From an optimization exercise on the open Yosys and OpenROAD flow, aimed at a short achievable clock period and few clock cycles; shortcuts taken in it are not production practice.
Only simulation tests tie the RTL to the original design; equivalence was not proved.
No activity file was given, so power comes from the tool's default toggle rates.

try-tundra:
==> flow/design.v (excerpt) <==
module cpu_core (
    input  logic           clock,
    input  logic           rst,
    output isa_pkg::word_t address_imem,
    input  isa_pkg::word_t instr,
    output isa_pkg::word_t address_dmem,
    output isa_pkg::word_t data,
    output logic           wren,
    input  isa_pkg::word_t q_dmem
);
Size in the first run: roughly 160 I/O pins, ~130000 um^2 of cells after synthesis.
==> module branch_unit, before the edit <==
module branch_unit (
    input  isa_pkg::word_t reg_rd,
    input  isa_pkg::word_t reg_rs,
    input  isa_pkg::m_src_t m_src,
    input  isa_pkg::word_t q_dmem,
    input  logic           fwd_rd,
    input  logic           fwd_rs,
    input  logic           is_bne,
    input  logic           is_blt,
    input  logic           is_jr,
    input  logic           pred,       
    input  isa_pkg::word_t link,       
    output logic           taken,
    output logic           mispredict,
    output logic [1:0]     mispredict_pc   
);
    logic lt_rr;
    logic lt_mr;
    logic lt_rm;
    logic ne_rr;
    logic ne_mr;
    logic ne_rm;
    logic jr_miss_r;
    logic jr_miss_m;
    logic case_rr;
    logic case_mr;
    logic case_rm;
    logic case_mm;
    logic early_miss;
    logic [8:0] k;
    isa_pkg::word_t m_val;
    m_value u_m_val (.src(m_src), .q_dmem(q_dmem), .value(m_val));
    lt_signed #(.W(32)) c_rr (.a(reg_rd), .b(reg_rs), .lt(lt_rr));
    lt_signed #(.W(32)) c_mr (.a(m_val),  .b(reg_rs), .lt(lt_mr));
    lt_signed #(.W(32)) c_rm (.a(reg_rd), .b(m_val),  .lt(lt_rm));
    ne_cmp e_rr (.a(reg_rd), .b(reg_rs), .ne(ne_rr));
    ne_cmp e_mr (.a(m_val),  .b(reg_rs), .ne(ne_mr));
    ne_cmp e_rm (.a(reg_rd), .b(m_val),  .ne(ne_rm));
    ne_cmp j_r (.a(reg_rd), .b(link), .ne(jr_miss_r));
    ne_cmp j_m (.a(m_val),  .b(link), .ne(jr_miss_m));
    assign case_rr = !fwd_rd && !fwd_rs;
    assign case_mr =  fwd_rd && !fwd_rs;
    assign case_rm = !fwd_rd &&  fwd_rs;
    assign case_mm =  fwd_rd &&  fwd_rs;
    always_comb begin
        case ({fwd_rd, fwd_rs})
            2'b00:   taken = is_bne ? ne_rr : lt_rr;
            2'b10:   taken = is_bne ? ne_mr : lt_mr;
            2'b01:   taken = is_bne ? ne_rm : lt_rm;
            default: taken = 1'b0;
        endcase
    end
    assign early_miss = (case_rr && is_bne && (ne_rr != pred)) ||
                        (case_rr && is_blt && (lt_rr != pred)) ||
                        (case_mm && (is_bne || is_blt) && pred) ||
                        (!fwd_rd && is_jr && jr_miss_r);
    assign k[0] = case_mr && is_bne && !pred;
    assign k[1] = case_mr && is_bne &&  pred;
    assign k[2] = case_mr && is_blt && !pred;
    assign k[3] = case_mr && is_blt &&  pred;
    assign k[4] = case_rm && is_bne && !pred;
    assign k[5] = case_rm && is_bne &&  pred;
    assign k[6] = case_rm && is_blt && !pred;
    assign k[7] = case_rm && is_blt &&  pred;
    assign k[8] = fwd_rd && is_jr;
    miss_or u_miss (
        .early (early_miss),
        .k     (k),
        .late  ({jr_miss_m, lt_rm, ne_rm, lt_mr, ne_mr}),
        .miss  (mispredict)
    );
    miss_or u_miss_lo (
        .early (early_miss),
        .k     (k),
        .late  ({jr_miss_m, lt_rm, ne_rm, lt_mr, ne_mr}),
        .miss  (mispredict_pc[0])
    );
    miss_or u_miss_hi (
        .early (early_miss),
        .k     (k),
        .late  ({jr_miss_m, lt_rm, ne_rm, lt_mr, ne_mr}),
        .miss  (mispredict_pc[1])
    );
endmodule
clock: 8.0 ns
lec_check: 0
abc_area: 1
cap_margin: 20
core_margin: 2
core_utilization: 40
setup_slack_margin: 5
slew_margin: 20
synth_hierarchical: 1
run.sh (not shown) runs the stock make flow with config.mk's settings and CLKGATE_MAP_FILE= SYNTH_SCRIPT=/design/flow/synth_recipe.tcl, a recipe that flattens the netlist after the stock synthesis.
Testbench counts of try-tundra, summed over its fixed seeds: cycles 37,199.
Changes in try-zinc relative to try-tundra:
-- flow/design.v --
<<< try-tundra, line 286
    logic early_miss;
    logic [8:0] k;
    isa_pkg::word_t m_val;
    m_value u_m_val (.src(m_src), .q_dmem(q_dmem), .value(m_val));
    lt_signed #(.W(32)) c_rr (.a(reg_rd), .b(reg_rs), .lt(lt_rr));
    lt_signed #(.W(32)) c_mr (.a(m_val),  .b(reg_rs), .lt(lt_mr));
    lt_signed #(.W(32)) c_rm (.a(reg_rd), .b(m_val),  .lt(lt_rm));
    ne_cmp e_rr (.a(reg_rd), .b(reg_rs), .ne(ne_rr));
    ne_cmp e_mr (.a(m_val),  .b(reg_rs), .ne(ne_mr));
    ne_cmp e_rm (.a(reg_rd), .b(m_val),  .ne(ne_rm));
    ne_cmp j_r (.a(reg_rd), .b(link), .ne(jr_miss_r));
    ne_cmp j_m (.a(m_val),  .b(link), .ne(jr_miss_m));
    assign case_rr = !fwd_rd && !fwd_rs;
    assign case_mr =  fwd_rd && !fwd_rs;
>>> try-zinc, line 286
    logic early_miss;
    logic [8:0] k;
    isa_pkg::m_src_t m_alu;
    isa_pkg::word_t  m_res;
    logic lt_mr_q, lt_mr_a;
    logic lt_rm_q, lt_rm_a;
    logic ne_mr_q, ne_mr_a;
    logic ne_rm_q, ne_rm_a;
    logic jr_miss_q, jr_miss_a;
    always_comb begin
        m_alu      = m_src;
        m_alu.load = 1'b0;
    end
    m_value u_m_res (.src(m_alu), .q_dmem(q_dmem), .value(m_res));
    lt_signed #(.W(32)) c_rr  (.a(reg_rd), .b(reg_rs), .lt(lt_rr));
    lt_signed #(.W(32)) c_mrq (.a(q_dmem), .b(reg_rs), .lt(lt_mr_q));
    lt_signed #(.W(32)) c_mra (.a(m_res),  .b(reg_rs), .lt(lt_mr_a));
    lt_signed #(.W(32)) c_rmq (.a(reg_rd), .b(q_dmem), .lt(lt_rm_q));
    lt_signed #(.W(32)) c_rma (.a(reg_rd), .b(m_res),  .lt(lt_rm_a));
    ne_cmp e_rr  (.a(reg_rd), .b(reg_rs), .ne(ne_rr));
    ne_cmp e_mrq (.a(q_dmem), .b(reg_rs), .ne(ne_mr_q));
    ne_cmp e_mra (.a(m_res),  .b(reg_rs), .ne(ne_mr_a));
    ne_cmp e_rmq (.a(reg_rd), .b(q_dmem), .ne(ne_rm_q));
    ne_cmp e_rma (.a(reg_rd), .b(m_res),  .ne(ne_rm_a));
    ne_cmp j_r  (.a(reg_rd), .b(link), .ne(jr_miss_r));
    ne_cmp j_mq (.a(q_dmem), .b(link), .ne(jr_miss_q));
    ne_cmp j_ma (.a(m_res),  .b(link), .ne(jr_miss_a));
    assign lt_mr     = m_src.load ? lt_mr_q   : lt_mr_a;
    assign lt_rm     = m_src.load ? lt_rm_q   : lt_rm_a;
    assign ne_mr     = m_src.load ? ne_mr_q   : ne_mr_a;
    assign ne_rm     = m_src.load ? ne_rm_q   : ne_rm_a;
    assign jr_miss_m = m_src.load ? jr_miss_q : jr_miss_a;
    assign case_rr = !fwd_rd && !fwd_rs;
    assign case_mr =  fwd_rd && !fwd_rs;
Results
Going from try-tundra to try-zinc, count of inserted tapcells rose about 1.4%; total stage count of the critical path went down 22; synthesis-to-finish area growth essentially unchanged; worst hold slack decreased by 0.012 ns relative to the old numbers; design area now sits higher. Power of the combinational group, try-tundra and try-zinc: lower on try-zinc. Global routing usage on met1 (try-zinc over try-tundra): decrease, 2.9 points. Taking try-tundra as the reference, in try-zinc total track usage lower; combinational cell fraction of total power fell by 3.2 points; data arrival time of the critical path saw a decrease; total power consumption of the routed design lower. Diff try-tundra -> try-zinc | vertical die dimension | up slightly. In the reports for try-tundra and try-zinc, the larger number of inserted filler cells in the final layout belongs to try-zinc.
Testbench counts of try-zinc, summed over its fixed seeds: cycles 37,199.

-- what the ideal ports hide --
No port has a modelled driver above. Below, the same layouts with a new extraction and two added sets of constraints. Step 1 assumes that a clkbuf_16 drives the clock port and a buf_2 every other input. Step 2 moves the port delays by t, midway between the first and last clock arrival at a register: inputs arrive t later, outputs are due t later. That takes back most of the time a late clock gives input paths. Slacks: ideal ports / drivers / drivers and shift; pairs: ideal ports / drivers.
| run | shift t [ns] | setup slack, ns | worst setup path after step 2 | worst data-port slew with drivers (ns) |
|---|---|---|---|---|
| try-tundra | 1.075 | 4.713 / 4.579 / 3.504 | input to register | 0.67 |
| try-zinc | 1.064 | 4.736 / 4.590 / 3.526 | input to register | 0.52 |
After both steps setup and hold are still met in every run listed. For try-zinc, which loses most, drivers alone change the setup slack by -0.146 ns; drivers and shift together by -1.210 ns.
